This design comes from an exercise in tuning for small area and a short achievable clock period on the open sky130 flow, not from production work. In this exercise RTL edits were held to simulation tests only and were not proved equivalent to the original. No activity file was given, so power comes from the tool's default toggle rates.

`constraint.sdc`:
```
create_clock -name core_clock -period 7.0 [get_ports {clk}]
set_input_delay 1.4000 -clock core_clock [delete_from_list [all_inputs] [get_ports {clk}]]
set_output_delay 1.4000 -clock core_clock [all_outputs]
set_load 0.01 [all_outputs]
```
`config.mk`:
```
export PLATFORM = sky130hd
export DESIGN_NAME = dtlb_top
export DESIGN_NICKNAME = dtlb_top
export VERILOG_FILES = /design/flow/design.v
export SDC_FILE = /design/flow/constraint.sdc
export NUM_CORES = 4
export LEC_CHECK = 0
export CAP_MARGIN = 20
export CELL_PAD_IN_SITES_DETAIL_PLACEMENT = 1
export CELL_PAD_IN_SITES_GLOBAL_PLACEMENT = 1
export CORE_MARGIN = 2
export CORE_UTILIZATION = 40
export CTS_BUF_LIST = sky130_fd_sc_hd__clkbuf_16
export CTS_CLUSTER_DIAMETER = 60
export CTS_CLUSTER_SIZE = 20
export PLACE_DENSITY = 0.5
export SETUP_SLACK_MARGIN = 3.9
export SLEW_MARGIN = 20
```
`design.v`:
```
module dtlb_top (
  input  logic                  clk,
  input  logic                  rst,
  input  logic                  lookup_valid,
  input  logic [4-1:0]   lookup_set,
  input  logic [20-1:0]   lookup_tag,
  input  logic                  wr_valid,
  input  logic                  wr_op,
  input  logic [4-1:0]   wr_set,
  input  logic [20-1:0]   wr_tag,
  input  logic [(18 + 2)-1:0]   wr_pte,
  output logic                  ready,
  output logic                  resp_valid,
  output logic                  resp_hit,
  output logic [2-1:0]   resp_way,
  output logic [(18 + 2)-1:0]   resp_pte
);
  localparam int W  = 4;
  localparam int S  = 16;
  localparam int SB = 4;
  localparam int WB = 2;
  localparam int TB = 20;
  localparam int PB = (18 + 2);
  logic          run;
  logic [SB-1:0] init_cnt;
  always_ff @(posedge clk) begin
    if (rst) begin
      run      <= 1'b0;
      init_cnt <= '0;
    end else if (!run) begin
      init_cnt <= init_cnt + 1'b1;
      if (init_cnt == SB'(16 - 1)) begin
        run <= 1'b1;
      end
    end
  end
  assign ready = run;
  logic [S*W-1:0]         vld;
  logic [S*W-1:0][TB-1:0] tag;
  logic [S*W-1:0][PB-1:0] pte;
  logic [S-1:0][5:0]      lru;
  logic          pw_v;
  logic          pw_op;
  logic [SB-1:0] pw_set;
  logic [S-1:0]  pw_fo;
  logic [S-1:0]  pw_io;
  logic [TB-1:0] pw_tag;
  logic [PB-1:0] pw_pte;
  logic [W-1:0]  pw_hit;
  logic [W-1:0]  wr_hit;
  always_ff @(posedge clk) begin
    pw_v   <= wr_valid && run && !rst;
    pw_op  <= wr_op;
    pw_set <= wr_set;
    pw_fo  <= (wr_valid && run && !rst && !wr_op) ? S'(1) << wr_set : '0;
    pw_io  <= (wr_valid && run && !rst &&  wr_op) ? S'(1) << wr_set : '0;
    pw_tag <= wr_tag;
    pw_pte <= wr_pte;
    pw_hit <= wr_hit;
  end
  logic [W-1:0] pw_vic;
  logic [W-1:0] pw_sel;
  logic         pw_fill;
  assign pw_sel  = (|pw_hit) ? pw_hit : pw_vic;
  assign pw_fill = pw_v && !pw_op;
  logic [S-1:0]         lk_oh;
  logic [S-1:0]         wr_oh;
  logic [S*W-1:0]       lk_eq;
  logic [W-1:0]         lk_cam;
  logic [W-1:0][PB-1:0] lk_rp;
  logic [W-1:0]         wr_rv;
  logic [W-1:0][TB-1:0] wr_rt;
  assign lk_oh = S'(1) << lookup_set;
  assign wr_oh = S'(1) << wr_set;
  always_comb begin
    for (int e = 0; e < S*W; e++) begin
      lk_eq[e] = vld[e] && (tag[e] == lookup_tag);
    end
  end
  always_comb begin
    lk_cam = '0;
    lk_rp = '0;
    wr_rv = '0;
    wr_rt = '0;
    for (int s = 0; s < S; s++) begin
      for (int w = 0; w < W; w++) begin
        lk_cam[w] = lk_cam[w] | (lk_oh[s] & lk_eq[s*W + w]);
        lk_rp[w] = lk_rp[w] | ({PB{lk_oh[s]}} & pte[s*W + w]);
        wr_rv[w] = wr_rv[w] | (wr_oh[s] & vld[s*W + w]);
        wr_rt[w] = wr_rt[w] | ({TB{wr_oh[s]}} & tag[s*W + w]);
      end
    end
  end
  logic [W-1:0] lk_raw;
  logic [W-1:0] wr_raw;
  logic         lk_same;
  logic         wr_same;
  logic         lk_ptag;
  logic         wr_ptag;
  logic [W-1:0] lk_hit;
  always_comb begin
    for (int w = 0; w < W; w++) begin
      lk_raw[w] = lk_cam[w];
      wr_raw[w] = wr_rv[w] && (wr_rt[w] == wr_tag);
    end
  end
  assign lk_same = pw_v && (pw_set == lookup_set);
  assign wr_same = pw_v && (pw_set == wr_set);
  assign lk_ptag = (pw_tag == lookup_tag);
  assign wr_ptag = (pw_tag == wr_tag);
  always_comb begin
    for (int w = 0; w < W; w++) begin
      if (lk_same && !pw_op && pw_sel[w]) begin
        lk_hit[w] = lk_ptag;
      end else begin
        lk_hit[w] = lk_raw[w] && !(lk_same && pw_op && lk_ptag);
      end
      if (wr_same && !pw_op && pw_sel[w]) begin
        wr_hit[w] = wr_ptag;
      end else begin
        wr_hit[w] = wr_raw[w] && !(wr_same && pw_op && wr_ptag);
      end
    end
  end
  logic [WB-1:0] lk_way;
  logic [PB-1:0] lk_pte;
  logic          lk_acc;
  logic [SB-1:0] rsp_set;
  logic          lt_v;
  logic [W-1:0]  lt_sel;
  always_comb begin
    lk_way = '0;
    lk_pte = '0;
    for (int w = 0; w < W; w++) begin
      if (lk_hit[w]) begin
        lk_way = lk_way | WB'(w);
      end
      if (lk_raw[w]) begin
        lk_pte = lk_pte | lk_rp[w];
      end
    end
    if (lk_same && !pw_op && lk_ptag) begin
      lk_pte = pw_pte;
    end
  end
  assign lk_acc = lookup_valid && run && !rst;
  always_ff @(posedge clk) begin
    resp_valid <= lk_acc;
    resp_hit   <= lk_acc && (|lk_hit);
    resp_way   <= lk_way;
    resp_pte   <= lk_pte;
    rsp_set    <= lookup_set;
    lt_v       <= lk_acc && (|lk_hit) && !(wr_valid && run);
    lt_sel     <= lk_hit;
  end
  always_ff @(posedge clk) begin
    for (int s = 0; s < S; s++) begin
      for (int w = 0; w < W; w++) begin
        if (rst) begin
          vld[s*W + w] <= 1'b0;
        end else if (pw_fo[s] && pw_sel[w]) begin
          vld[s*W + w] <= 1'b1;
        end else if (pw_io[s] && pw_hit[w]) begin
          vld[s*W + w] <= 1'b0;
        end
      end
    end
  end
  always_ff @(posedge clk) begin
    for (int s = 0; s < S; s++) begin
      for (int w = 0; w < W; w++) begin
        if (pw_fo[s] && pw_sel[w]) begin
          tag[s*W + w] <= pw_tag;
          pte[s*W + w] <= pw_pte;
        end
      end
    end
  end
  logic          t_v;
  logic [SB-1:0] t_set;
  logic [W-1:0]  t_sel;
  logic [5:0]    t_new;
  logic [5:0]    t_msk;
  always_comb begin
    t_v   = pw_fill || lt_v;
    t_set = pw_v ? pw_set : rsp_set;
    t_sel = pw_v ? pw_sel : lt_sel;
    t_new = {t_sel[2], t_sel[1], t_sel[1], t_sel[0], t_sel[0], t_sel[0]};
    t_msk = {t_sel[2] | t_sel[3], t_sel[1] | t_sel[3], t_sel[1] | t_sel[2],
             t_sel[0] | t_sel[3], t_sel[0] | t_sel[2], t_sel[0] | t_sel[1]};
  end
  always_ff @(posedge clk) begin
    for (int s = 0; s < S; s++) begin
      for (int k = 0; k < 6; k++) begin
        if (rst) begin
          lru[s][k] <= 1'b0;
        end else if (t_v && (t_set == SB'(s)) && t_msk[k]) begin
          lru[s][k] <= t_new[k];
        end
      end
    end
  end
  logic [5:0]   wr_lru;
  logic [W-1:0] victim;
  always_comb begin
    wr_lru = '0;
    for (int s = 0; s < S; s++) begin
      wr_lru = wr_lru | ({6{wr_oh[s]}} & lru[s]);
    end
    if (t_v && (t_set == wr_set)) begin
      wr_lru = (wr_lru & ~t_msk) | (t_new & t_msk);
    end
  end
  assign victim[0] = !wr_lru[0] && !wr_lru[1] && !wr_lru[2];
  assign victim[1] =  wr_lru[0] && !wr_lru[3] && !wr_lru[4];
  assign victim[2] =  wr_lru[1] &&  wr_lru[3] && !wr_lru[5];
  assign victim[3] =  wr_lru[2] &&  wr_lru[4] &&  wr_lru[5];
  always_ff @(posedge clk) begin
    pw_vic <= victim;
  end
endmodule
```
`run.sh`:
```
#!/bin/bash
# synth_recipe.tcl (not shown) runs the flow's synth.tcl, then flattens the netlist and writes it again
# the make line also repeats each setting of config.mk as NAME=value (left out here)
make -C /OpenROAD-flow-scripts/flow DESIGN_CONFIG=/design/flow/config.mk WORK_HOME=/design/flow/orfs CLKGATE_MAP_FILE= SYNTH_SCRIPT=/design/flow/synth_recipe.tcl finish
```
==> summary.md, run 1 <==
| Metric | Value |
|---|---|
| Root Buffer | clkbuf_16 |
| DP Wirelength | around 390000 µm |
| Worst-path fanout max | 15 |
| Ys async rst share | 0 |
| Mapped Cells | 7981 |
| Cell area after layout | about 140000 µm² |
| Max Cap Viol | 0 |
| Num CTS Buffers | 263 |
| Die height | about 550 µm |
| Fmax | about 280 MHz |
| Total grt overflow | 0 |
| Warnings from Yosys | 1 |
| Vias | between 80000 and 90000 |
| Final hold violations | 0 |
| Total track usage | 0.4311 |
| Mapped Nets | 8055 |
| Max IR drop VDD | about 0.22 mV |
| Worst Tran Pin Value | 1264 ps |
| Drt total wl | between 600000 and 700000 µm |
| Largest net degree at the start of global routing | roughly 100 |
| Fin cells | 12730 |
| Placed cells | ~12000 |
| Skew-Pair Late Insertion Delay | 950 ps |
| Reg-to-Reg End | pw_hit[1] |
| Period minus WS final | roughly 3600 ps |
| RSZ-0062 raised after global routing | true |
| GP Congestion | ~1 |
| Residual DRC | 0 |
| Crit end category | flop |
| CTS Sinks | between 2000 and 3000 |
| Number of global-route vias before repair | around 84000 |
| Syn Area/Cell | 14.86 µm² |
| Sequential fraction of the synthesis area | 0.6962 |
| Number of synthesized register bits | 2844 |
| First-pass GRT wire length | roughly 850000 µm |
| Endpoints failing setup | 0 |
| Required @ worst endpoint | about 8000 ps |
| Share of layout cells above drive strength 1 | 0.2043 |
| Psw | ~0.0095 W |
| Critical path launch point type | primary input |
| R2r startpoint | pw_tag[18] |
| Net Sw Frac | 0.2584 |
| Max incr delay on CP | 570 ps |
| Commonest non-fill, non-tap cell in the layout | edfxtp_1 |
| Reg power frac | 0.503 |
| Critical Path, Cell by Cell | buf_16 -> buf_16 -> xnor2_1 -> nand4_1 -> nor4_4 -> a22oi_1 -> nand4_1 -> buf_4 -> nor2_4 -> buf_12 -> buf_12 -> o22a_4 -> a31oi_1 |
| Worst hold path class | reg2reg |
| Routed WL per cell | about 52 µm |
| Top-Level Pins | between 90 and 100 |
| Full die area | between 300000 and 400000 µm² |
| Combinational group share of total power | 0.081 |
| Mapped Area | 118600 µm² |
| Clock Skew | 40.55 ps |
| Antenna Nets Post-Route | 0 |
| Setup CP Type | in2reg |
| R2R cell count | 9 |
| Power per cell area | approximately 250 nW/µm² |
| Dpl cell area | ~130000 µm² |
| Total power | approximately 0.037 W |
| Core area | between 200000 and 300000 µm² |
| CTS max path bufs | 4 |
| Clock power share | 0.416 |
| Yosys cell types | between 60 and 70 |
| Chip width | 548.5 µm |
| PortBufs | 97 |
| Hold_sp | lru[21] |
| Crit path DAT | about 4400 ps |
| Hold bufs inserted after CTS | 0 |
| Main synth FF type | edfxtp_1 |
| Final TNS setup | 0 ps |
| DR vias/cell | roughly 7 |
| Period utilisation layout | 0.5080 |
| H-tree depth | 5 |
| Post-layout nets | 8632 |
| Fillers | between 20000 and 30000 |
| Worst relative slew slack | 0.1576 |
| Initial antenna violation count | 55 |
| Register-to-register setup slack | between 3000 and 4000 ps |
| Rows | 199 |
| Status | finished clean |
| Post-synth EDFFs | 2560 |
| Initial DRC count | 14790 |
| CTS tree | built |
| WHS Endpoint | lru[21] |
| Slew Limit Fails | 0 |
| Commonest non-fill, non-tap cells in the layout | edfxtp_1, xnor2_1, a22oi_1, buf_4, nand4_1 |
| Critical path's slowest cell | xnor2_1 |
| Clk slew on worst S/H paths | 80 ps |
| Area grow syn2layout | 22.22% |
| Lkg Pwr | 45.25 nW |
| DRT Pass-1 Iters | 9 |
| Initial core utilization | 0.4026 |
| Cell-internal power | between 0.02 and 0.03 W |
| WHS Path Cells | 2 |
==> routing by layer <==
metal,track usage,vias to the layer above,part of all wire
li1,-,32700,-
met1,0.5355,46140,0.36
met2,0.6531,6998,0.44
met3,0.1081,1978,0.11
met4,0.3169,10,0.089
met5,0.0004748,-,0.000093
==> sequential cells by signal (all words and copies together) (netlist names), 16 cells and up <==
signal / flops
pw_pte: 20
lru: 96
vld: 64
pw_fo: 16
pw_tag: 20
pw_io: 16
tag: 1280
resp_pte: 20
pte: 1280
==> power by group through the flow <==
stage	combinational, W	clock, W	sequential [W]
after floorplan	0.00110	0	0.0190
after global placement	0.00233	0	0.0189
after detailed placement	0.00233	0	0.0190
after CTS	0.00278	0.0154	0.0186
after global routing	0.00293	0.0160	0.0186
final	0.00297	0.0153	0.0186
==> metrics by stage <==
stage,utilization,worst slack [ps],hold slack [ps]
floorplan,-,3551,436.0
global placement,0.4303,842.7,445.6
detailed placement,0.4306,1228,450.9
CTS,0.4869,3724,461.5
global route,0.4918,3632,478.1
finish,0.4921,3444,457.8
==> worst max-delay path by stage <==
stage                        start  slack (ps)            to
global placement     lookup_set[2]         840   resp_pte[7]
global route        lookup_tag[11]        3630  resp_pte[19]
CTS                 lookup_tag[15]        3720   resp_pte[6]
finish              lookup_tag[13]        3440  resp_pte[19]
floorplan                wr_set[0]        3550     pw_hit[3]
detailed placement   lookup_set[2]        1230   resp_pte[6]
==> layout make-up <==
class                      count  area, µm²  share of cell area
timing repair buffer         842      10800             0.07452
antenna                       36      90.09           0.0006215
multi-input combinational   4595      37550              0.2590
sequential                  2844      82720              0.5707
clock inverter               202       1903             0.01313
tap                         3919       4903             0.03383
inverter                      12      47.55           0.0003280
clock buffer                 277       6932             0.04782
==> synthesized netlist by cell type, types with 136 or more instances <==
cell type     n  area, µm²
edfxtp_1   2560      76870
xnor2_1    1277      11180
a22oi_1     617       4632
nand4_1     413       2584
a22o_1      358       3136
a221oi_1    341       2987
nand2_1     321       1205
dfxtp_1     284       5685
buf_2       272       1361
nor2_1      240      900.9
a21oi_1     174      870.8
clkbuf_1    171      641.9
nand3_1     167      835.8
xor2_1      136       1191
==> repair_timing <==
item,4_1_cts,5_1_grt
setup endpoints to repair,845,112
cloned,68,8
pin swaps,162,99
resized for setup,725,121
setup buffers,235,52
==> cells by family after synthesis <==
| family | share of synthesized area |
|---|---|
| adder cells (fa/ha/maj) | 0.0001055 |
| AND/OR/NAND/NOR | 0.06505 |
| flip-flops | 0.6962 |
| buffers and inverters | 0.02107 |
| XOR/XNOR | 0.1044 |
| multiplexers | 0.002184 |
| AO/OA/AOI/OAI | 0.1111 |
==> worst max-delay path: cells and delay by family <==
kind | cells | cell delay, ps
compound gates | 3 | 650
buf+inv | 5 | 800
simple gates | 4 | 910
xor+xnor | 1 | 570
==> inputs of run 2 (changes only) <==
--- a/config.mk
+++ b/config.mk
@@ -17,2 +17,3 @@
 export SETUP_SLACK_MARGIN = 3.9
 export SLEW_MARGIN = 20
+export TNS_END_PERCENT = 20
==> run 2 against run 1 <==
Power is 1.4% higher. Fmax fell by 0.51%. Routed wire length decreased by 1.8%. Still clean. Clock skew grew 7.7 ps. Hold slack better by 0.95 ps. Count of clock-buffer cells in the layout rose by 5. Sequential share of layout area increased by 0.26 points. Flip-flop and latch count did not move. Largest power group unchanged. Synthesized cell count unchanged.
==> summary.md, run 2 <==
| Metric | Value |
|---|---|
| Root Buffer | clkbuf_16 (unchanged) |
| Ys async rst share | 0 (unchanged) |
| Worst hold path class | reg2reg (unchanged) |
| Num CTS Buffers | 264 (was 263) |
| Total track usage | 0.4181 (was 0.4311) |
| Worst-path fanout max | 5 (was 15) |
| Commonest non-fill, non-tap cells in the layout | edfxtp_1, xnor2_1, a22oi_1, buf_4, nand4_1 (unchanged) |
| Critical Path, Cell by Cell | buf_16 -> buf_16 -> buf_12 -> buf_12 -> nor2b_4 -> buf_6 -> a22o_1 -> a222oi_1 -> nand4_1 -> xnor2_1 -> nand4_1 -> o31ai_1 (was buf_16 -> buf_16 -> xnor2_1 -> nand4_1 -> nor4_4 -> a22oi_1 -> nand4_1 -> buf_4 -> nor2_4 -> buf_12 -> buf_12 -> o22a_4 -> a31oi_1) |
| Top cell type's share of synthesized area | 0.6482 (unchanged) |
| Delay-heaviest family, CP | compound AO/OA/AOI/OAI gates (was simple AND/OR/NAND/NOR gates) |
| Area grow syn2layout | 21.68% (was 22.22%) |
| Number of synthesized register bits | 2844 (unchanged) |
| Initial DRC count | 14430 (was 14790) |
| Rows | 199 (unchanged) |
| Largest net degree at the start of global routing | 96 (was 104) |
| Cell taking the most area after synthesis | edfxtp_1 (unchanged) |
| Post-layout nets | 8567 (was 8632) |
| Period minus WS final | 3574 ps (was 3556 ps) |
| Mapped Area | 118600 µm² (unchanged) |
| Lkg Pwr | 45.11 nW (was 45.25 nW) |
| Critical path's slowest cell | a222oi_1 (was xnor2_1) |
| Yosys cell types | 66 (unchanged) |
| Die height | 548.5 µm (unchanged) |
| Required @ worst endpoint | 7810 ps (was 7860 ps) |
| Initial antenna violation count | 52 (was 55) |
| Main synth FF type | edfxtp_1 (unchanged) |
| Post-synth EDFFs | 2560 (unchanged) |
| Count leader, synth | edfxtp_1 (unchanged) |
| CTS Sinks | 2844 (unchanged) |
| Ranking of synthesized cells by area | edfxtp_1, xnor2_1, dfxtp_1 (unchanged) |
| Top-Level Pins | 98 (unchanged) |
| Slew Limit Fails | 0 (unchanged) |
| Commonest non-fill, non-tap cell in the layout | edfxtp_1 (unchanged) |
| GP Congestion | 0.9861 (was 1.007) |
| Core area | 294600 µm² (unchanged) |
| Crit end category | flop (unchanged) |
| Max incr delay on CP | 940 ps (was 570 ps) |
| CTS max path bufs | 4 (unchanged) |
| Synth top cells by count | edfxtp_1, xnor2_1, a22oi_1 (unchanged) |
| Sequential fraction of the synthesis area | 0.6962 (unchanged) |
| Setup CP Type | in2reg (unchanged) |
| CTS tree | built (unchanged) |
| Worst Tran Pin Value | 1203 ps (was 1264 ps) |
| RSZ-0062 raised after global routing | true (unchanged) |
| Max Cap Viol | 0 (unchanged) |
| Mapped Nets | 8055 (unchanged) |
| Crit path DAT | 4390 ps (was 4410 ps) |
| Fin cells | 12650 (was 12730) |
| DP Wirelength | 385400 µm (was 387200 µm) |
| Syn Area/Cell | 14.86 µm² (unchanged) |
| Drt total wl | 653200 µm (was 665300 µm) |
| Critical path launch point type | primary input (unchanged) |
| PortBufs | 97 (unchanged) |
| Vias | 85940 (was 87820) |
| DR vias/cell | 6.794 (was 6.901) |
| Fmax | 279.8 MHz (was 281.2 MHz) |
| Endpoints failing setup | 0 (unchanged) |
| Placed cells | 11820 (was 11850) |
| Routed WL per cell | 51.64 µm (was 52.27 µm) |
| Period utilisation layout | 0.5106 (was 0.5080) |
| Final TNS setup | 0 ps (unchanged) |
| Full die area | 300800 µm² (unchanged) |
| Buf+Inv Stages, Crit Path | 5 (unchanged) |
| Clk slew on worst S/H paths | 70 ps (was 80 ps) |
| Chip width | 548.5 µm (unchanged) |
| Total grt overflow | 0 (unchanged) |
| Status | finished clean (unchanged) |
| Initial core utilization | 0.4026 (unchanged) |
| Worst relative slew slack | 0.1982 (was 0.1576) |
| Skew-Pair Late Insertion Delay | 950 ps (about the same) |
| Residual DRC | 0 (unchanged) |
| Final hold violations | 0 (unchanged) |
| Regs by FF count | pte: 1280 flops, tag: 1280 flops, lru: 96 flops (unchanged) |
| H-tree depth | 5 (unchanged) |
| Max IR drop VDD | 0.1799 mV (was 0.2218 mV) |
| Number of global-route vias before repair | 82340 (was 83820) |
| Antenna Nets Post-Route | 0 (unchanged) |
| Hold bufs inserted after CTS | 0 (unchanged) |
| Power per cell area | 259.3 nW/µm² (was 254.5 nW/µm²) |
| Warnings from Yosys | 1 (unchanged) |
| First-pass GRT wire length | 830000 µm (was 854700 µm) |
| Mapped Cells | 7981 (unchanged) |
| DRT Pass-1 Iters | 6 (was 9) |
| Share of layout cells above drive strength 1 | 0.1971 (was 0.2043) |
| Clock Skew | 48.23 ps (was 40.55 ps) |
run 2: cell types whose count changed in the layout (fill, tap and decap cells not counted), sizes merged, moves of 9 or more:
| cell | delta |
|---|---|
| buf | -67 |
| diode | -9 |
| clkinv | -11 |
| clkbuf | +16 |
| inv | -16 |
| bufinv | +16 |
run 2: path summary, 6_finish.rpt:
kind	start	to	slack, ps	cells after the start
worst min-delay path	lru[45]	lru[45]	460	2
worst max-delay path	wr_set[1]	pw_hit[0]	3430	12
worst max register to register	pw_hit[2]	pte[170]	3720	6
worst min register to register	lru[45]	lru[45]	460	2
run 2: repair_timing:
action | CTS | global route
gates cloned | 47 | 20
pin swaps | 147 | 114
resized for setup | 625 | 172
setup endpoints to repair | 1298 | 596
endpoints found under the hold margin | 0 | 0
buffers inserted | 182 | 79
run 2: power breakdown:
part / total [W] / internal (W) / switching [W]
clock: 0.0159 / 0.00858 / 0.00731
sequential: 0.0186 / 0.0185 / 0.0000949
combinational: 0.00296 / 0.000938 / 0.00202
run 2: kinds of logic (layout without fill, tap and decap cells):
kind of cell | after synthesis | count (layout) | share of synthesized area
AO/OA/AOI/OAI | 1667 | 1667 | 0.1111
XOR/XNOR | 1413 | 1413 | 0.1044
adder cells (fa/ha/maj) | 1 | 1 | 0.0001055
buffers and inverters | 555 | 1267 | 0.02107
flip-flops | 2844 | 2844 | 0.6962
multiplexers | 24 | 24 | 0.002184
other | 0 | 27 | 0
AND/OR/NAND/NOR | 1477 | 1487 | 0.06505
run 2: area by class of cell:
type                            count  area [µm²]
Clock buffer                      282        7057
Multi-Input combinational cell   4592       37450
Sequential cell                  2844       82720
Timing Repair Buffer              779        9920
Clock inverter                    194        2127
Tap cell                         3919        4903
Antenna cell                       27       67.56
Inverter                           12       47.55
Fill cell                       27810      150300
run 2: worst min-delay path, cell delays in order, from the launching register on:
cell and delay, ps:
dfxtp_1 310, nand2_1 50, a21oi_1 50
run 2: per-stage QoR:
stage	util	total power, W	hold WS (ps)	instance area [µm²]	setup WS [ps]
final	0.4899	0.03741	458.7	144300	3426
after global routing	0.4897	0.03798	473.3	144200	3531
after CTS	0.4818	0.03725	457.8	141900	3561
after detailed placement	0.4296	0.02131	448.2	126500	1274
after global placement	0.4290	0.02130	443.3	126400	930.0
after floorplan	-	0.02008	436.0	119800	3551
run 2: per-layer routing:
metal  wire length (µm)  GRT usage
met1             238500     0.5267
met2             291800     0.6482
met3              63920    0.08152
met4              58890     0.2955
met5                 89          0
==> inputs of run 3 (changes only) <==
--- a/config.mk
+++ b/config.mk
@@ -11,9 +11,8 @@
 export CORE_MARGIN = 2
 export CORE_UTILIZATION = 40
-export CTS_BUF_LIST = sky130_fd_sc_hd__clkbuf_16
-export CTS_CLUSTER_DIAMETER = 60
-export CTS_CLUSTER_SIZE = 20
+export CTS_BUF_LIST = sky130_fd_sc_hd__clkbuf_8
+export CTS_CLUSTER_DIAMETER = 40
+export CTS_CLUSTER_SIZE = 12
 export PLACE_DENSITY = 0.5
 export SETUP_SLACK_MARGIN = 3.9
 export SLEW_MARGIN = 20
-export TNS_END_PERCENT = 20
==> run 3 against run 2 <==
Sequential power barely moved. Sequential share of layout area barely moved. Die area did not move. Worst setup slack improved by 170 ps. Utilization barely moved. Power rose by 4.0%. Critical endpoint is now resp_pte[5].
==> summary.md, run 3 <==
| Metric | Value |
|---|---|
| Hold bufs inserted after CTS | 0 (unchanged) |
| Syn Area/Cell | 14.86 µm² (unchanged) |
| DRT Pass-1 Iters | 9 (was 6) |
| Die height | 548.5 µm (unchanged) |
| Ranking of synthesized cells by area | edfxtp_1, xnor2_1, dfxtp_1 (unchanged) |
| Post-layout nets | 8761 (was 8567) |
| Full die area | 300800 µm² (unchanged) |
| Clock Skew | 96.04 ps (was 48.23 ps) |
| Worst relative slew slack | 0.1536 (was 0.1982) |
| Dpl cell area | 126800 µm² (was 126500 µm²) |
| Pre-CTS WS | 1228 ps (was 1274 ps) |
| Power per cell area | 269.4 nW/µm² (was 259.3 nW/µm²) |
| Drt total wl | 648800 µm (was 653200 µm) |
| Worst Tran Pin Value | 1270 ps (was 1203 ps) |
| CTS max path bufs | 4 (unchanged) |
| Vias | 87630 (was 85940) |
| Met1 usage | 0.5269 (was 0.5267) |
| Clk slew on worst S/H paths | 70 ps (about the same) |
| Chip width | 548.5 µm (unchanged) |
| Period minus WS final | 3407 ps (was 3574 ps) |
| PortBufs | 97 (unchanged) |
| Antenna Nets Post-Route | 0 (unchanged) |
| Num CTS Buffers | 485 (was 264) |
| DR vias/cell | 6.715 (was 6.794) |
| Setup CP Type | in2reg (unchanged) |
| Slew Limit Fails | 0 (unchanged) |
| Number of global-route vias before repair | 84270 (was 82340) |
| Yosys cell types | 66 (unchanged) |
| Total track usage | 0.4152 (was 0.4181) |
| Crit path DAT | 4470 ps (was 4390 ps) |
| Core area | 294600 µm² (unchanged) |
| DP Wirelength | 387200 µm (was 385400 µm) |
| CTS tree | built (unchanged) |
| Max Cap Viol | 0 (unchanged) |
| Initial core utilization | 0.4026 (unchanged) |
| Commonest non-fill, non-tap cell in the layout | edfxtp_1 (unchanged) |
| Period utilisation layout | 0.4867 (was 0.5106) |
| Routed WL per cell | 49.72 µm (was 51.64 µm) |
| Mapped Nets | 8055 (unchanged) |
| Top-Level Pins | 98 (unchanged) |
| Crit end category | flop (unchanged) |
| Count leader, synth | edfxtp_1 (unchanged) |
| Max IR drop VDD | 0.1807 mV (was 0.1799 mV) |
| Cell taking the most area after synthesis | edfxtp_1 (unchanged) |
| Final TNS setup | 0 ps (unchanged) |
| Number of synthesized register bits | 2844 (unchanged) |
| Total power | 0.03890 W (was 0.03741 W) |
| Skew-Pair Late Insertion Delay | 1200 ps (was 950 ps) |
| Status | finished clean (unchanged) |
| Grt met3 use | 0.08930 (was 0.08152) |
| Main synth FF type | edfxtp_1 (unchanged) |
| Worst hold path class | in2reg (was reg2reg) |
| Critical path launch point type | primary input (unchanged) |
| GP Congestion | 1.007 (was 0.9861) |
| RSZ-0062 raised after global routing | true (unchanged) |
| Root Buffer | clkbuf_8 (was clkbuf_16) |
| Final hold violations | 0 (unchanged) |
| Warnings from Yosys | 1 (unchanged) |
| Lkg Pwr | 45.05 nW (was 45.11 nW) |
| Mapped Cells | 7981 (unchanged) |
| Post-synth EDFFs | 2560 (unchanged) |
| Synth top cells by count | edfxtp_1, xnor2_1, a22oi_1 (unchanged) |
| Setup ws final | 3593 ps (was 3426 ps) |
| Residual DRC | 0 (unchanged) |
| Endpoints failing setup | 0 (unchanged) |
| Commonest non-fill, non-tap cells in the layout | edfxtp_1, xnor2_1, a22oi_1, clkbuf_8, buf_4 (was edfxtp_1, xnor2_1, a22oi_1, buf_4, nand4_1) |
| Fmax | 293.5 MHz (was 279.8 MHz) |
| Top cell type's share of synthesized area | 0.6482 (unchanged) |
| Most Crowded Layer GR | met2 (unchanged) |
| H-tree depth | 5 (unchanged) |
| Mapped Area | 118600 µm² (unchanged) |
| Area grow syn2layout | 21.75% (was 21.68%) |
| GR Util met2 | 0.6384 (was 0.6482) |
| Worst-path fanout max | 9 (was 5) |
| Ys async rst share | 0 (unchanged) |
| First-pass GRT wire length | 829300 µm (was 830000 µm) |
| Share of layout cells above drive strength 1 | 0.2177 (was 0.1971) |
| CTS Sinks | 2844 (unchanged) |
| Regs by FF count | pte: 1280 flops, tag: 1280 flops, lru: 96 flops (unchanged) |
| Cell area after layout | 144400 µm² (was 144300 µm²) |
| Initial antenna violation count | 50 (was 52) |
| Required @ worst endpoint | 8060 ps (was 7810 ps) |
| Rows | 199 (unchanged) |
| Initial DRC count | 14680 (was 14430) |
| Largest net degree at the start of global routing | 104 (was 96) |
| Sequential fraction of the synthesis area | 0.6962 (unchanged) |
| Total grt overflow | 0 (unchanged) |
==> run 3: report_power, final <==
| part | total [W] | switching, W | internal [W] |
|---|---|---|---|
| logic | 0.00279 | 0.00194 | 0.000853 |
| clock network | 0.0175 | 0.00807 | 0.00946 |
| registers | 0.0186 | 0.0000970 | 0.0185 |
==> run 3: area by class of cell <==
| class | count | area, µm² |
|---|---|---|
| Fill cell | 28180 | 150200 |
| Sequential cell | 2844 | 82750 |
| Multi-Input combinational cell | 4595 | 36510 |
| Timing Repair Buffer | 749 | 8959 |
| Clock buffer | 502 | 6909 |
| Tap cell | 3919 | 4903 |
| Clock inverter | 414 | 4269 |
| Inverter | 12 | 45.04 |
| Antenna cell | 15 | 37.54 |
==> run 3: logic make-up (layout without fill, tap and decap cells) <==
logic type | Yosys count | in the layout | share of synthesized area
other | 0 | 15 | 0
xor gates and xnor gates | 1413 | 1413 | 0.1044
AOI/OAI and AO/OA | 1667 | 1667 | 0.1111
and+or+nand+nor | 1477 | 1490 | 0.06505
DFF | 2844 | 2844 | 0.6962
adders and majority gates | 1 | 1 | 0.0001055
buffers and inverters | 555 | 1677 | 0.02107
muxes | 24 | 24 | 0.002184
==> run 3: through the flow <==
stage	cells	utilization	hold WS, ps
floorplan	7981	-	436.0
detailed placement	11850	0.4306	450.9
global placement	11840	0.4303	445.6
CTS	12940	0.4833	421.7
finish	13050	0.4902	418.8
global route	13040	0.4901	418.3
==> run 3: repair_timing <==
| item | CTS | global route |
|---|---|---|
| setup endpoints to repair | 862 | 144 |
| cloned | 32 | 17 |
| pin swaps | 73 | 81 |
| setup buffers | 139 | 82 |
| gates resized for setup | 546 | 147 |
==> run 3: final timing paths <==
check / start / end / slack, ps / cells after the start
worst max-delay path: lookup_tag[19] / resp_pte[5] / 3590 / 13
worst min-delay path: wr_set[1] / pw_set[1] / 420 / 1
worst max register to register: tag[339] / resp_pte[5] / 3640 / 11
worst min register to register: lru[21] / lru[21] / 460 / 2
==> run 3: routing by layer <==
layer  wire, µm  share of wire
met2     286400           0.44
met1     240300           0.37
met5        103        0.00016
met4      55650          0.086
met3      66330           0.10
==> run 3: worst max-delay path, cell delays in order <==
cell and delay (ps):
buf_16 140, buf_16 190, xnor2_4 230, nand4_1 520
nor4_4 630, a22oi_2 160, nand4_1 120, buf_6 140
nor2_4 90, buf_12 170, buf_8 140, o22a_4 250
a31oi_4 190
==> inputs of run 4 (changes only) <==
--- a/config.mk
+++ b/config.mk
@@ -12,5 +12,5 @@
 export CORE_UTILIZATION = 40
 export CTS_BUF_LIST = sky130_fd_sc_hd__clkbuf_8
-export CTS_CLUSTER_DIAMETER = 40
+export CTS_CLUSTER_DIAMETER = 100
 export CTS_CLUSTER_SIZE = 12
 export PLACE_DENSITY = 0.5
==> run 4 against run 3 <==
Still clean. First-iteration DRC count shrank 3.1%. Non-clock buffer count rose by 6. Clock power down 42%. Critical path type unchanged.
==> summary.md, run 4 <==
| Metric | Value |
|---|---|
| Period minus WS final | 3434 ps (was 3407 ps) |
| CTS tree | built (unchanged) |
| Power per cell area | 227.7 nW/µm² (was 269.4 nW/µm²) |
| Mapped Nets | 8055 (unchanged) |
| Post-layout nets | 8557 (was 8761) |
| Ys async rst share | 0 (unchanged) |
| Warnings from Yosys | 1 (unchanged) |
| DRT Pass-1 Iters | 8 (was 9) |
| Clk slew on worst S/H paths | 90 ps (was 70 ps) |
| Num CTS Buffers | 275 (was 485) |
| DP Wirelength | 387200 µm (unchanged) |
| Ranking of synthesized cells by area | edfxtp_1, xnor2_1, dfxtp_1 (unchanged) |
| Post-synth EDFFs | 2560 (unchanged) |
| Chip width | 548.5 µm (unchanged) |
| Clock Skew | 59.67 ps (was 96.04 ps) |
| Max incr delay on CP | 670 ps (was 630 ps) |
| First-pass GRT wire length | 830400 µm (was 829300 µm) |
| Die height | 548.5 µm (unchanged) |
| Number of synthesized register bits | 2844 (unchanged) |
| Cell taking the most area after synthesis | edfxtp_1 (unchanged) |
| Worst relative slew slack | 0.1711 (was 0.1536) |
| Total track usage | 0.4172 (was 0.4152) |
| Critical Path, Cell by Cell | buf_16 -> buf_16 -> xnor2_4 -> nand4_1 -> nor3_4 -> a22oi_2 -> nand4_1 -> buf_6 -> nor2_4 -> buf_12 -> buf_8 -> o22a_4 -> a41oi_2 (was buf_16 -> buf_16 -> xnor2_4 -> nand4_1 -> nor4_4 -> a22oi_2 -> nand4_1 -> buf_6 -> nor2_4 -> buf_12 -> buf_8 -> o22a_4 -> a31oi_4) |
| Area grow syn2layout | 16.39% (was 21.75%) |
| Antenna Nets Post-Route | 0 (unchanged) |
| Routed WL per cell | 51.25 µm (was 49.72 µm) |
| Crit path DAT | 4430 ps (was 4470 ps) |
| Commonest non-fill, non-tap cell in the layout | edfxtp_1 (unchanged) |
| Yosys cell types | 66 (unchanged) |
| Critical path's slowest cell | nand4_1 (was nor4_4) |
| RSZ-0062 raised after global routing | true (unchanged) |
| CTS Sinks | 2844 (unchanged) |
| Sequential fraction of the synthesis area | 0.6962 (unchanged) |
| Worst-path fanout max | 9 (unchanged) |
| Vias | 86110 (was 87630) |
| Share of layout cells above drive strength 1 | 0.1718 (was 0.2177) |
| Max IR drop VDD | 0.1622 mV (was 0.1807 mV) |
| Fin util | 0.4686 (was 0.4902) |
| Commonest non-fill, non-tap cells in the layout | edfxtp_1, xnor2_1, a22oi_1, buf_4, nand4_1 (was edfxtp_1, xnor2_1, a22oi_1, clkbuf_8, buf_4) |
| Required @ worst endpoint | 8000 ps (was 8060 ps) |
| Fmax | 291.2 MHz (was 293.5 MHz) |
| Worst hold path class | reg2reg (was in2reg) |
| Top-Level Pins | 98 (unchanged) |
| GP Congestion | 1.007 (unchanged) |
| Core area | 294600 µm² (unchanged) |
| Largest net degree at the start of global routing | 104 (unchanged) |
| Synth top cells by count | edfxtp_1, xnor2_1, a22oi_1 (unchanged) |
| Root Buffer | clkbuf_8 (unchanged) |
| Lkg Pwr | 42.44 nW (was 45.05 nW) |
| Regs by FF count | pte: 1280 flops, tag: 1280 flops, lru: 96 flops (unchanged) |
| Full die area | 300800 µm² (unchanged) |
| Top cell type's share of synthesized area | 0.6482 (unchanged) |
| PortBufs | 97 (unchanged) |
| Number of global-route vias before repair | 82460 (was 84270) |
| Endpoints failing setup | 0 (unchanged) |
| DR vias/cell | 6.823 (was 6.715) |
| Critical path launch point type | primary input (unchanged) |
| Syn Area/Cell | 14.86 µm² (unchanged) |
| Initial core utilization | 0.4026 (unchanged) |
| Final hold violations | 0 (unchanged) |
| Count leader, synth | edfxtp_1 (unchanged) |
| Drt total wl | 646700 µm (was 648800 µm) |
| Max Cap Viol | 0 (unchanged) |
| Main synth FF type | edfxtp_1 (unchanged) |
| Skew-Pair Late Insertion Delay | 1100 ps (was 1200 ps) |
| Total grt overflow | 0 (unchanged) |
| H-tree depth | 5 (unchanged) |
| Initial DRC count | 14230 (was 14680) |
| Mapped Area | 118600 µm² (unchanged) |
| Crit end category | flop (unchanged) |
| Status | finished clean (unchanged) |
| Residual DRC | 0 (unchanged) |
| Setup CP Type | in2reg (unchanged) |
| Slew Limit Fails | 0 (unchanged) |
| Worst Tran Pin Value | 1243 ps (was 1270 ps) |
| Rows | 199 (unchanged) |
| Period utilisation layout | 0.4906 (was 0.4867) |
| CTS max path bufs | 4 (unchanged) |
| Mapped Cells | 7981 (unchanged) |
| Fillers | 28470 (was 28180) |
| Initial antenna violation count | 50 (unchanged) |
| Final TNS setup | 0 ps (unchanged) |
run 4: cell counts after synthesis:
Identical to the previous run, type by type.
run 4: through the flow:
step	hold slack [ps]	cell area [µm²]	instances	setup WS (ps)	power (W)
final	463.1	138000	12620	3566	0.03144
after global routing	480.4	138000	12600	3717	0.03204
after CTS	463.2	136500	12530	3871	0.03132
after detailed placement	450.9	126800	11850	1228	0.02128
after global placement	445.6	126700	11840	842.7	0.02128
after floorplan	436.0	119900	7981	3551	0.02008
run 4: layout make-up:
type	instances	area, µm²	share of cell area
multi-input combinational	4595	36610	0.2653
antenna	27	67.56	0.0004895
timing repair buffer	755	8972	0.06500
clock inverter	182	747.0	0.005412
tap	3919	4903	0.03552
clock buffer	286	3936	0.02852
sequential	2844	82740	0.5995
inverter	12	45.04	0.0003263
run 4: final timing paths:
check,start,to,slack [ps],cells after the start
hold reg to reg,lru[21],lru[21],460,2
setup reg to reg,tag[577],resp_pte[11],3770,11
setup / recovery,lookup_tag[19],resp_pte[11],3570,13
hold / removal,lru[21],lru[21],460,2
run 4: kinds of logic (layout without fill, tap and decap cells):
family / count (synthesis) / after routing / synth area share
xor+xnor: 1413 / 1413 / 0.1044
mux: 24 / 24 / 0.002184
fa+ha+maj: 1 / 1 / 0.0001055
compound gates: 1667 / 1667 / 0.1111
other cells: 0 / 27 / 0
simple gates: 1477 / 1490 / 0.06505
flops: 2844 / 2844 / 0.6962
buf+inv: 555 / 1235 / 0.02107
run 4: critical path: cells and delay by family:
family                 cells  cell delay (ps)
XOR/XNOR                   1              180
buffers and inverters      5              770
AND/OR/NAND/NOR            4             1410
AO/OA/AOI/OAI              3              570
run 4: metal layers:
metal  global-route usage  vias up  part of all wire
li1                     -    32370                 -
met1               0.5299    45530              0.37
met2               0.6433     6465              0.45
met3              0.08932     1727              0.10
met4               0.2783       14             0.082
met5                    0        -           0.00015
run 4: power breakdown:
| part | total [W] | leakage, nW | internal [W] | switching, W |
|---|---|---|---|---|
| combinational | 0.00280 | 14.1 | 0.000859 | 0.00194 |
| sequential | 0.0186 | 25.3 | 0.0185 | 0.0000966 |
| clock | 0.0101 | 3.00 | 0.00381 | 0.00628 |
| total | 0.0314 | 42.4 | 0.0231 | 0.00831 |
run 4: timing repair:
item | in CTS | in global routing
pin swaps | 93 | 83
resized for setup | 590 | 130
cloned | 39 | 10
buffers inserted | 174 | 53
hold buffers | 0 | 0
endpoints found under the setup margin | 890 | 52
==> inputs of run 5 (changes only) <==
--- a/config.mk
+++ b/config.mk
@@ -13,5 +13,5 @@
 export CTS_BUF_LIST = sky130_fd_sc_hd__clkbuf_8
 export CTS_CLUSTER_DIAMETER = 100
-export CTS_CLUSTER_SIZE = 12
+export CTS_CLUSTER_SIZE = 10
 export PLACE_DENSITY = 0.5
 export SETUP_SLACK_MARGIN = 3.9
==> run 5 against run 4 <==
Still clean on timing, DRC and antenna. Via count rose by 0.49%. Global-route usage rose by 0.14 points. Synthesized area did not move. Combinational power rose by 3%. Worst setup slack improved by 62 ps. First-iteration DRC count rose by 4.2%. Critical path type unchanged. Largest power group unchanged.
==> summary.md, run 5 <==
| Metric | Value |
|---|---|
| Worst-path fanout max | 12 (was 9) |
| First-pass GRT wire length | 833000 µm (was 830400 µm) |
| Register-to-register setup slack | 3710 ps (was 3770 ps) |
| CTS Sinks | 2844 (unchanged) |
| Warnings from Yosys | 1 (unchanged) |
| Initial antenna violation count | 46 (was 50) |
| Synth top cells by count | edfxtp_1, xnor2_1, a22oi_1 (unchanged) |
| Period minus WS final | 3372 ps (was 3434 ps) |
| Total grt overflow | 0 (unchanged) |
| Rows | 199 (unchanged) |
| Max Cap Viol | 0 (unchanged) |
| RSZ-0062 raised after global routing | true (unchanged) |
| Final TNS setup | 0 ps (unchanged) |
| Setup CP Type | in2reg (unchanged) |
| PortBufs | 97 (unchanged) |
| Core area | 294600 µm² (unchanged) |
| Die height | 548.5 µm (unchanged) |
| Post-synth EDFFs | 2560 (unchanged) |
| Crit path DAT | 4380 ps (was 4430 ps) |
| Cell taking the most area after synthesis | edfxtp_1 (unchanged) |
| Post-Synth XOR/XNOR Area | 0.1044 (unchanged) |
| Main synth FF type | edfxtp_1 (unchanged) |
| Initial core utilization | 0.4026 (unchanged) |
| Root Buffer | clkbuf_8 (unchanged) |
| Critical path's slowest cell | a222oi_1 (was nand4_1) |
| Mapped Nets | 8055 (unchanged) |
| Sequential cell area | 82740 µm² (about the same) |
| Endpoints failing setup | 0 (unchanged) |
| Total track usage | 0.4186 (was 0.4172) |
| Critical Path, Cell by Cell | buf_16 -> buf_8 -> buf_16 -> and4b_4 -> buf_6 -> a222oi_1 -> nand4_1 -> xor2_2 -> nor4_2 -> nand4_1 -> o31ai_1 (was buf_16 -> buf_16 -> xnor2_4 -> nand4_1 -> nor3_4 -> a22oi_2 -> nand4_1 -> buf_6 -> nor2_4 -> buf_12 -> buf_8 -> o22a_4 -> a41oi_2) |
| Final hold violations | 0 (unchanged) |
| Synthesized-area fraction occupied by adder cells | 0.0001055 (unchanged) |
| Initial DRC count | 14820 (was 14230) |
| Ys async rst share | 0 (unchanged) |
| Setup ws final | 3628 ps (was 3566 ps) |
| CTS tree | built (unchanged) |
| R2R cell count | 7 (was 11) |
| DRT Pass-1 Iters | 9 (was 8) |
| Share of layout cells above drive strength 1 | 0.1791 (was 0.1718) |
| Slew Limit Fails | 0 (unchanged) |
| Synth Area in Simple Gates | 0.06505 (unchanged) |
| R2r startpoint | pw_tag[18] (was tag[577]) |
| Drt total wl | 651300 µm (was 646700 µm) |
| Mapped Cells | 7981 (unchanged) |
| Worst relative slew slack | 0.1396 (was 0.1711) |
| Max incr delay on CP | 850 ps (was 670 ps) |
| GP Congestion | 1.007 (unchanged) |
| Crit end category | flop (unchanged) |
| Lkg Pwr | 43.38 nW (was 42.44 nW) |
| Dpl cell area | 126800 µm² (unchanged) |
| Number of synthesized register bits | 2844 (unchanged) |
| Hold_sp | lru[64] (was lru[21]) |
| Max IR drop VDD | 0.1747 mV (was 0.1622 mV) |
| Period utilisation layout | 0.4817 (was 0.4906) |
| Clk slew on worst S/H paths | 80 ps (was 90 ps) |
| Vias | 86530 (was 86110) |
| Residual DRC | 0 (unchanged) |
| Post-synthesis mux area share | 0.002184 (unchanged) |
| Power per cell area | 231.0 nW/µm² (was 227.7 nW/µm²) |
| Combinational family with the most area after synthesis | compound AO/OA/AOI/OAI gates (unchanged) |
| Clock Skew | 67.40 ps (was 59.67 ps) |
| DP Wirelength | 387200 µm (unchanged) |
| Yosys cell types | 66 (unchanged) |
| Commonest non-fill, non-tap cells in the layout | edfxtp_1, xnor2_1, a22oi_1, buf_4, nand4_1 (unchanged) |
| Post-layout nets | 8646 (was 8557) |
| Status | finished clean (unchanged) |
| Fin cells | 12750 (was 12620) |
| Regs by FF count | pte: 1280 flops, tag: 1280 flops, lru: 96 flops (unchanged) |
| Sequential fraction of the synthesis area | 0.6962 (unchanged) |
| CTS max path bufs | 4 (unchanged) |
| Compound-Gate Fraction of Synth Area | 0.1111 (unchanged) |
| Chip width | 548.5 µm (unchanged) |
| Syn Area/Cell | 14.86 µm² (unchanged) |
| Num CTS Buffers | 322 (was 275) |
| Critical path launch point type | primary input (unchanged) |
| Worst Tran Pin Value | 1291 ps (was 1243 ps) |
| Skew-Pair Late Insertion Delay | 1160 ps (was 1100 ps) |
| Mapped Area | 118600 µm² (unchanged) |
| Largest net degree at the start of global routing | 104 (unchanged) |
| WHS Endpoint | lru[64] (was lru[21]) |
| Multi-input logic area | 36690 µm² (was 36610 µm²) |
| Area grow syn2layout | 17.64% (was 16.39%) |
| Worst hold path class | reg2reg (unchanged) |
| Reg-to-Reg End | pw_hit[3] (was resp_pte[11]) |
| Delay-heaviest family, CP | compound AO/OA/AOI/OAI gates (was simple AND/OR/NAND/NOR gates) |
| Placed cells | 11850 (unchanged) |
| Full die area | 300800 µm² (unchanged) |
| Required @ worst endpoint | 8010 ps (was 8000 ps) |
| Fmax | 296.6 MHz (was 291.2 MHz) |
| Commonest non-fill, non-tap cell in the layout | edfxtp_1 (unchanged) |
| Number of global-route vias before repair | 82660 (was 82460) |
| Routed WL per cell | 51.10 µm (was 51.25 µm) |
| Pre-CTS WS | 1228 ps (unchanged) |
| Ranking of synthesized cells by area | edfxtp_1, xnor2_1, dfxtp_1 (unchanged) |
| Count leader, synth | edfxtp_1 (unchanged) |
| WHS Path Cells | 2 (unchanged) |
| DR vias/cell | 6.789 (was 6.823) |
| Buf+Inv Stages, Crit Path | 4 (was 5) |
| Cell area after layout | 139500 µm² (was 138000 µm²) |
| Fillers | 28420 (was 28470) |
| Top-Level Pins | 98 (unchanged) |
| Antenna Nets Post-Route | 0 (unchanged) |
| Top cell type's share of synthesized area | 0.6482 (unchanged) |
| H-tree depth | 5 (unchanged) |
run 5: changes by cell type in the layout (fill, tap and decap cells not counted), sizes merged, moves of 2 or more:
| cell | change |
|---|---|
| buf | +35 |
| bufbuf | +2 |
| clkbuf | +45 |
| clkinv | +2 |
| diode | -7 |
| clkinvlp | +3 |
| inv | +45 |
run 5: layout make-up:
class,count,area share
Clock inverter,232,0.006906
Multi-Input combinational cell,4594,0.2630
Tap cell,3919,0.03515
Clock buffer,326,0.03216
Inverter,12,0.0003229
Timing Repair Buffer,798,0.06899
Antenna cell,20,0.0003588
Sequential cell,2844,0.5931
run 5: worst max-delay path by stage:
stage	slack, ps	cells after the start	start	end
5_1_grt	3670	12	wr_set[0]	pw_hit[0]
2_1_floorplan	3550	12	wr_set[0]	pw_hit[3]
3_3_place_gp	840	10	lookup_set[2]	resp_pte[7]
3_5_place_dp	1230	10	lookup_set[2]	resp_pte[6]
4_1_cts	3820	12	wr_set[0]	pw_hit[0]
6_report	3630	11	wr_set[0]	pw_hit[0]
run 5: timing repair:
item | 4_1_cts | 5_1_grt
pin swaps | 91 | 84
resized for setup | 590 | 147
endpoints found under the setup margin | 756 | 40
hold buffers | 0 | 0
cloned | 42 | 12
setup buffers | 183 | 81
run 5: cells by family (layout without fill, tap and decap cells):
kind of cell	after synthesis	in the layout
AO/OA/AOI/OAI	1667	1667
XOR/XNOR	1413	1413
adder cells (fa/ha/maj)	1	1
buffers and inverters	555	1368
flip-flops	2844	2844
multiplexers	24	24
other	0	20
AND/OR/NAND/NOR	1477	1489
run 5: worst reg2reg max path: cells and delay by family, from the launching register on:
family                    cells  cell delay (ps)
xor gates and xnor gates      1              310
AOI/OAI and AO/OA             1               80
buffers and inverters         2             1140
and+or+nand+nor               3             1040
DFF                           1              620
run 5: per-layer routing:
layer,up-vias,share of wire,global-route usage
li1,32600,-,-
met1,45690,0.37,0.5338
met2,6516,0.44,0.6421
met3,1717,0.10,0.08382
met4,8,0.088,0.2908
met5,-,0.000098,0.0001583
run 5: report_power, final:
part	switching [W]	leakage, nW	internal, W
sequential	0.0000961	25.3	0.0185
clock	0.00646	3.54	0.00433
combinational	0.00197	14.5	0.000896
total	0.00853	43.4	0.0237
run 5: stage by stage:
stage / hold slack (ps) / util / total power [W]
final: 459.6 / 0.4736 / 0.03222
after floorplan: 436.0 / - / 0.02008
after CTS: 462.4 / 0.4671 / 0.03210
after detailed placement: 450.9 / 0.4306 / 0.02128
after global routing: 479.2 / 0.4735 / 0.03288
after global placement: 445.6 / 0.4303 / 0.02128
==> inputs of run 6 (changes only) <==
--- a/config.mk
+++ b/config.mk
@@ -10,9 +10,9 @@
 export CELL_PAD_IN_SITES_GLOBAL_PLACEMENT = 1
 export CORE_MARGIN = 2
-export CORE_UTILIZATION = 40
+export CORE_UTILIZATION = 45
 export CTS_BUF_LIST = sky130_fd_sc_hd__clkbuf_8
 export CTS_CLUSTER_DIAMETER = 100
 export CTS_CLUSTER_SIZE = 10
-export PLACE_DENSITY = 0.5
+export PLACE_DENSITY = 0.55
 export SETUP_SLACK_MARGIN = 3.9
 export SLEW_MARGIN = 20
==> run 6 against run 5 <==
Register-to-register slack better by 100 ps. Still clean on timing, DRC and antenna. Fmax about the same. Flip-flop and latch count did not move. Cell area decreased by 0.90%. Highest routed layer unchanged. Largest power group unchanged. Sequential share of layout area grew 0.54 points. Cell count down 4.1%.
==> summary.md, run 6 <==
| Metric | Value |
|---|---|
| Worst-path fanout max | 17 (was 12) |
| Ranking of synthesized cells by area | edfxtp_1, xnor2_1, dfxtp_1 (unchanged) |
| Initial antenna violation count | 39 (was 46) |
| Post-synth EDFFs | 2560 (unchanged) |
| Power per cell area | 231.7 nW/µm² (was 231.0 nW/µm²) |
| Rows | 188 (was 199) |
| Chip width | 517.4 µm (was 548.5 µm) |
| Setup CP Type | in2reg (unchanged) |
| Worst hold path class | reg2reg (unchanged) |
| Ys async rst share | 0 (unchanged) |
| Crit end category | flop (unchanged) |
| Register-to-register setup slack | 3810 ps (was 3710 ps) |
| Die height | 517.4 µm (was 548.5 µm) |
| DR vias/cell | 7.045 (was 6.789) |
| Synth Area in Simple Gates | 0.06505 (unchanged) |
| Mapped Area | 118600 µm² (unchanged) |
| Sequential fraction of the synthesis area | 0.6962 (unchanged) |
| Crit path DAT | 4350 ps (was 4380 ps) |
| Number of global-route vias before repair | 81540 (was 82660) |
| Regs by FF count | pte: 1280 flops, tag: 1280 flops, lru: 96 flops (unchanged) |
| GP Congestion | 1.020 (was 1.007) |
| Root Buffer | clkbuf_8 (unchanged) |
| PortBufs | 97 (unchanged) |
| Post-synthesis mux area share | 0.002184 (unchanged) |
| CTS Sinks | 2844 (unchanged) |
| Uppermost layer routed | met5 (unchanged) |
| Lkg Pwr | 42.86 nW (was 43.38 nW) |
| Max Cap Viol | 0 (unchanged) |
| Warnings from Yosys | 1 (unchanged) |
| Fmax | 296.7 MHz (was 296.6 MHz) |
| Final hold violations | 0 (unchanged) |
| Status | finished clean (unchanged) |
| Commonest non-fill, non-tap cells in the layout | edfxtp_1, xnor2_1, a22oi_1, nand4_1, buf_4 (was edfxtp_1, xnor2_1, a22oi_1, buf_4, nand4_1) |
| Mapped Nets | 8055 (unchanged) |
| Vias | 86140 (was 86530) |
| Net Sw Frac | 0.2606 (was 0.2647) |
| Initial core utilization | 0.4522 (was 0.4026) |
| Synth top cells by count | edfxtp_1, xnor2_1, a22oi_1 (unchanged) |
| Period minus WS final | 3370 ps (was 3372 ps) |
| First-pass GRT wire length | 770500 µm (was 833000 µm) |
| Routed WL per cell | 49.79 µm (was 51.10 µm) |
| Hold bufs inserted after CTS | 0 (unchanged) |
| Main synth FF type | edfxtp_1 (unchanged) |
| Combinational family with the most area after synthesis | compound AO/OA/AOI/OAI gates (unchanged) |
| Syn Area/Cell | 14.86 µm² (unchanged) |
| H-tree depth | 5 (unchanged) |
| DP Wirelength | 360100 µm (was 387200 µm) |
| Required @ worst endpoint | 7980 ps (was 8010 ps) |
| Largest net degree at the start of global routing | 92 (was 104) |
| Commonest non-fill, non-tap cell in the layout | edfxtp_1 (unchanged) |
| Routed length on met3 | 66000 µm (was 66920 µm) |
| Residual DRC | 0 (unchanged) |
| Top cell type's share of synthesized area | 0.6482 (unchanged) |
| Synthesized-area fraction occupied by adder cells | 0.0001055 (unchanged) |
| Antenna Nets Post-Route | 0 (unchanged) |
| CTS max path bufs | 4 (unchanged) |
| Wire length on met1 | 214600 µm (was 239800 µm) |
| Slew Limit Fails | 0 (unchanged) |
| Clock power share | 0.335 (about the same) |
| Area grow syn2layout | 16.58% (was 17.64%) |
| Max IR drop VDD | 0.1796 mV (was 0.1747 mV) |
| Clk slew on worst S/H paths | 90 ps (was 80 ps) |
| Final TNS setup | 0 ps (unchanged) |
| Psw | 0.008348 W (was 0.008530 W) |
| Endpoints failing setup | 0 (unchanged) |
| Critical path launch point type | primary input (unchanged) |
| Share of layout cells above drive strength 1 | 0.1771 (was 0.1791) |
| Skew-Pair Late Insertion Delay | 1140 ps (was 1160 ps) |
| Met2 wire length | 269000 µm (was 287400 µm) |
| Mapped Cells | 7981 (unchanged) |
| Full die area | 267700 µm² (was 300800 µm²) |
| Period utilisation layout | 0.4814 (was 0.4817) |
| DRT Pass-1 Iters | 7 (was 9) |
| Clock Skew | 102.7 ps (was 67.40 ps) |
| Compound-Gate Fraction of Synth Area | 0.1111 (unchanged) |
| Post-Synth XOR/XNOR Area | 0.1044 (unchanged) |
| Count leader, synth | edfxtp_1 (unchanged) |
| Yosys cell types | 66 (unchanged) |
| Core area | 262300 µm² (was 294600 µm²) |
| Total grt overflow | 0 (unchanged) |
| Worst Tran Pin Value | 1268 ps (was 1291 ps) |
| Reg power frac | 0.579 (was 0.576) |
| Num CTS Buffers | 322 (unchanged) |
| Total power | 0.03204 W (was 0.03222 W) |
| Combinational group share of total power | 0.086 (was 0.089) |
| Cell-internal power | 0.02369 W (about the same) |
| RSZ-0062 raised after global routing | true (unchanged) |
| Initial DRC count | 14260 (was 14820) |
| Total track usage | 0.4329 (was 0.4186) |
| Worst relative slew slack | 0.1544 (was 0.1396) |
| Number of synthesized register bits | 2844 (unchanged) |
| Drt total wl | 608800 µm (was 651300 µm) |
| Post-layout nets | 8557 (was 8646) |
| Top-Level Pins | 98 (unchanged) |
| CTS tree | built (unchanged) |
| Cell taking the most area after synthesis | edfxtp_1 (unchanged) |
## run 6: layout make-up
class | count | area (µm²)
Clock buffer | 331 | 4556
Tap cell | 3515 | 4398
Clock inverter | 200 | 814.5
Timing Repair Buffer | 713 | 8498
Multi-Input combinational cell | 4590 | 37130
Antenna cell | 23 | 57.56
Fill cell | 24880 | 124000
Sequential cell | 2844 | 82750
Inverter | 12 | 45.04
## run 6: power groups by stage
| stage | Combinational [W] | Sequential (W) | Clock [W] |
|---|---|---|---|
| CTS | 0.00243 | 0.0186 | 0.0107 |
| floorplan | 0.00110 | 0.0190 | 0 |
| finish | 0.00276 | 0.0186 | 0.0107 |
| global placement | 0.00222 | 0.0190 | 0 |
| detailed placement | 0.00223 | 0.0190 | 0 |
| global route | 0.00272 | 0.0186 | 0.0113 |
## run 6: cell families after synthesis
| group | Yosys count |
|---|---|
| compound gates | 1667 |
| simple gates | 1477 |
| mux | 24 |
| buf+inv | 555 |
| flops | 2844 |
| xor+xnor | 1413 |
| fa+ha+maj | 1 |
## run 6: path summary, 6_finish.rpt
check,startpoint,to,depth (start not counted)
worst max-delay path,wr_set[2],pw_hit[0],11
worst min-delay path,lru[25],lru[25],2
worst max register to register,tag[189],resp_pte[1],9
worst min register to register,lru[25],lru[25],2
## run 6: what timing repair did
item	in CTS	in global routing
buffers inserted	99	129
endpoints found under the setup margin	516	111
gates cloned	19	29
pin swaps	80	116
resized for setup	529	253
## run 6: through the flow
| step | hold WS (ps) | instances | cell area [µm²] | util | setup WS (ps) |
|---|---|---|---|---|---|
| 6_report | 460.9 | 12230 | 138200 | 0.5271 | 3630 |
| 2_1_floorplan | 436.0 | 7981 | 119900 | - | 3551 |
| 5_1_grt | 480.9 | 12210 | 138200 | 0.5269 | 3688 |
| 3_3_place_gp | 445.2 | 11390 | 125700 | 0.4794 | 1012 |
| 4_1_cts | 462.0 | 12040 | 134700 | 0.5136 | 3838 |
| 3_5_place_dp | 450.9 | 11400 | 125800 | 0.4798 | 1246 |
## run 6: per-layer routing
| layer | up-vias | track usage |
|---|---|---|
| li1 | 32360 | - |
| met1 | 44940 | 0.5448 |
| met2 | 6899 | 0.6692 |
| met3 | 1933 | 0.08498 |
| met4 | 12 | 0.3137 |
| met5 | - | 0 |
## run 6: critical path: stages
cell and delay, ps:
buf_16 140, nor4bb_4 160, buf_4 150, clkbuf_16 250, a22o_1 350, a221oi_2 190
nand4_1 630, xor2_1 360, nor4_2 230, nand4_1 170, o31ai_2 260
==> inputs of run 7 (changes only) <==
==> config.mk (replaced) <==
export PLATFORM = sky130hd
export DESIGN_NAME = dtlb_top
export DESIGN_NICKNAME = dtlb_top
export VERILOG_FILES = /design/flow/design.v
export SDC_FILE = /design/flow/constraint.sdc
export NUM_CORES = 4
export LEC_CHECK = 0
export CAP_MARGIN = 10
export CELL_PAD_IN_SITES_DETAIL_PLACEMENT = 1
export CELL_PAD_IN_SITES_GLOBAL_PLACEMENT = 1
export CORE_MARGIN = 2
export CORE_UTILIZATION = 40
export CTS_BUF_LIST = sky130_fd_sc_hd__clkbuf_8
export CTS_CLUSTER_DIAMETER = 100
export CTS_CLUSTER_SIZE = 12
export PLACE_DENSITY = 0.5
export SETUP_SLACK_MARGIN = 3.9
export SLEW_MARGIN = 10
==> run 7 against run 6 <==
Critical path type unchanged. Synthesized cell count stayed put. Cell area is 0.71% higher. Routed wire length is 7.2% higher. Cell count is 3.5% higher. Clock power is 6% lower. Worst setup slack worse by 12 ps. Global-route usage is 1.4 points lower. Still clean on timing, DRC and antenna. Sequential share of layout area is 0.42 points lower.
==> summary.md, run 7 <==
| Metric | Value |
|---|---|
| Status | finished clean (unchanged) |
| Period minus WS final | 3383 ps (was 3370 ps) |
| Warnings from Yosys | 1 (unchanged) |
| Rows | 199 (was 188) |
| Post-synthesis mux area share | 0.002184 (unchanged) |
| Final hold violations | 0 (unchanged) |
| RSZ-0062 raised after global routing | true (unchanged) |
| Power per cell area | 226.4 nW/µm² (was 231.7 nW/µm²) |
| Worst Tran Pin Value | 1272 ps (was 1268 ps) |
| Placed cells | 11850 (was 11400) |
| Endpoints failing setup | 0 (unchanged) |
| Routed WL per cell | 51.53 µm (was 49.79 µm) |
| WHS Endpoint | lru[64] (was lru[25]) |
| Top-Level Pins | 98 (unchanged) |
| Chip width | 548.5 µm (was 517.4 µm) |
| Required @ worst endpoint | 7990 ps (was 7980 ps) |
| Combinational family with the most area after synthesis | compound AO/OA/AOI/OAI gates (unchanged) |
| Share of layout cells above drive strength 1 | 0.1790 (was 0.1771) |
| Compound-Gate Fraction of Synth Area | 0.1111 (unchanged) |
| Worst-path fanout max | 31 (was 17) |
| Number of global-route vias before repair | 82630 (was 81540) |
| Synth Area in Simple Gates | 0.06505 (unchanged) |
| Worst relative slew slack | 0.1517 (was 0.1544) |
| Critical path launch point type | primary input (unchanged) |
| Hold bufs inserted after CTS | 0 (unchanged) |
| Post-layout nets | 8590 (was 8557) |
| H-tree depth | 5 (unchanged) |
| Post-Synth XOR/XNOR Area | 0.1044 (unchanged) |
| Total grt overflow | 0 (unchanged) |
| Mapped Cells | 7981 (unchanged) |
| Ys async rst share | 0 (unchanged) |
| Core area | 294600 µm² (was 262300 µm²) |
| Number of synthesized register bits | 2844 (unchanged) |
| Slew Limit Fails | 0 (unchanged) |
| Commonest non-fill, non-tap cells in the layout | edfxtp_1, xnor2_1, a22oi_1, buf_4, nand4_1 (was edfxtp_1, xnor2_1, a22oi_1, nand4_1, buf_4) |
| Register-to-register setup slack | 3740 ps (was 3810 ps) |
| Lkg Pwr | 43.14 nW (was 42.86 nW) |
| GP Congestion | 1.007 (was 1.020) |
| Synth top cells by count | edfxtp_1, xnor2_1, a22oi_1 (unchanged) |
| Reg-to-Reg End | pw_hit[1] (was resp_pte[1]) |
| Drt total wl | 652400 µm (was 608800 µm) |
| Worst hold path class | reg2reg (unchanged) |
| Vias | 86480 (was 86140) |
| Crit end category | flop (unchanged) |
| Final TNS setup | 0 ps (unchanged) |
| Total power | 0.03152 W (was 0.03204 W) |
| First-pass GRT wire length | 832600 µm (was 770500 µm) |
| Root Buffer | clkbuf_8 (unchanged) |
| Pre-CTS WS | 1270 ps (was 1246 ps) |
| Fin cells | 12660 (was 12230) |
| Crit path DAT | 4370 ps (was 4350 ps) |
| Clock Skew | 63.99 ps (was 102.7 ps) |
| Setup ws final | 3617 ps (was 3630 ps) |
| R2R cell count | 7 (was 9) |
| Top cell type's share of synthesized area | 0.6482 (unchanged) |
| DR vias/cell | 6.830 (was 7.045) |
| Main synth FF type | edfxtp_1 (unchanged) |
| Sequential fraction of the synthesis area | 0.6962 (unchanged) |
| CTS tree | built (unchanged) |
| Initial DRC count | 14350 (was 14260) |
| Ranking of synthesized cells by area | edfxtp_1, xnor2_1, dfxtp_1 (unchanged) |
| Count leader, synth | edfxtp_1 (unchanged) |
| Commonest non-fill, non-tap cell in the layout | edfxtp_1 (unchanged) |
| Synthesized-area fraction occupied by adder cells | 0.0001055 (unchanged) |
| Max IR drop VDD | 0.1854 mV (was 0.1796 mV) |
| Yosys cell types | 66 (unchanged) |
| R2r startpoint | pw_tag[18] (was tag[189]) |
| DRT Pass-1 Iters | 7 (unchanged) |
| Cell taking the most area after synthesis | edfxtp_1 (unchanged) |
| Mapped Nets | 8055 (unchanged) |
| Total track usage | 0.4187 (was 0.4329) |
==> run 7: stage by stage <==
step                      instance area, µm²  hold slack, ps  utilization
after floorplan                       119900           436.0            -
after global placement                126700           445.6       0.4303
after detailed placement              126800           449.7       0.4304
after CTS                             136700           463.8       0.4641
after global routing                  139200           480.9       0.4725
final                                 139200           463.6       0.4727
==> run 7: worst max-delay path by stage <==
stage | slack, ps | depth (start not counted) | startpoint | endpoint
4_1_cts | 3860 | 1 | resp_pte[13] | resp_pte[13]
3_5_place_dp | 1270 | 11 | lookup_tag[12] | resp_pte[6]
3_3_place_gp | 840 | 10 | lookup_set[2] | resp_pte[7]
6_report | 3620 | 11 | wr_set[0] | pw_hit[3]
5_1_grt | 3730 | 13 | wr_set[0] | pw_hit[3]
2_1_floorplan | 3550 | 12 | wr_set[0] | pw_hit[3]
==> run 7: where the power goes <==
group          switching, W  internal (W)
clock               0.00630       0.00380
sequential        0.0000974        0.0185
combinational       0.00197      0.000907
==> run 7: logic make-up (layout without fill, tap and decap cells) <==
| kind of cell | after synthesis | after routing |
|---|---|---|
| XOR/XNOR | 1413 | 1413 |
| other | 0 | 27 |
| buffers and inverters | 555 | 1274 |
| multiplexers | 24 | 24 |
| flip-flops | 2844 | 2844 |
| AO/OA/AOI/OAI | 1667 | 1667 |
| adder cells (fa/ha/maj) | 1 | 1 |
| AND/OR/NAND/NOR | 1477 | 1492 |
==> run 7: timing repair <==
item	4_1_cts	5_1_grt
setup endpoints to repair	2490	67
pin swaps	82	133
setup buffers	160	94
gates cloned	45	14
resized for setup	601	193
==> run 7: routing by layer <==
layer | GRT usage | vias to the layer above | share of wire
met1 | 0.5315 | 45680 | 0.37
met3 | 0.08804 | 1781 | 0.10
li1 | - | 32460 | -
met2 | 0.6402 | 6542 | 0.44
met4 | 0.2948 | 20 | 0.087
met5 | 0 | - | 0.00023
==> run 7: worst max-delay path, delay by kind of cell <==
kind	cells	cell delay, ps
AOI/OAI and AO/OA	3	1090
xor gates and xnor gates	1	400
buffers and inverters	4	750
and+or+nand+nor	3	580
==> run 7: cell type report <==
type | instances | area [µm²]
Clock buffer | 284 | 3909
Sequential cell | 2844 | 82740
Timing Repair Buffer | 786 | 9703
Multi-Input combinational cell | 4597 | 37060
Tap cell | 3919 | 4903
Antenna cell | 27 | 67.56
Fill cell | 28420 | 155300
Inverter | 12 | 45.04
Clock inverter | 192 | 799.5

==> separate check: timing with driven ports <==
How much do the figures lean on ideal ports? The routed layouts below were timed once more, with nothing changed but the port constraints. Step 1, drivers: a clkbuf_16 drives clk and a buf_2 each remaining input, both assumed. Step 2 also shifts input and output timing later by t, the mid clock arrival at the registers, as if the neighbouring blocks saw the same clock. Slacks: ideal / step 1 / step 2; pairs: ideal / step 1.
run | shift t [ns] | setup slack, ns | pins driven straight from the clock port
run 1 | 1.029 | 3.444 / 3.238 / 2.209 | 1
run 2 | 1.041 | 3.426 / 3.221 / 2.180 | 1
run 3 | 1.250 | 3.593 / 3.385 / 2.135 | 1
run 4 | 1.188 | 3.566 / 3.286 / 2.098 | 1
run 5 | 1.216 | 3.628 / 3.368 / 2.152 | 1
run 6 | 1.196 | 3.630 / 3.471 / 2.274 | 1
run 7 | 1.163 | 3.617 / 3.473 / 2.310 | 1
After both steps setup and hold are still met in every run listed. For run 5, which loses most, drivers alone change the setup slack by -0.260 ns; drivers and shift together by -1.476 ns.
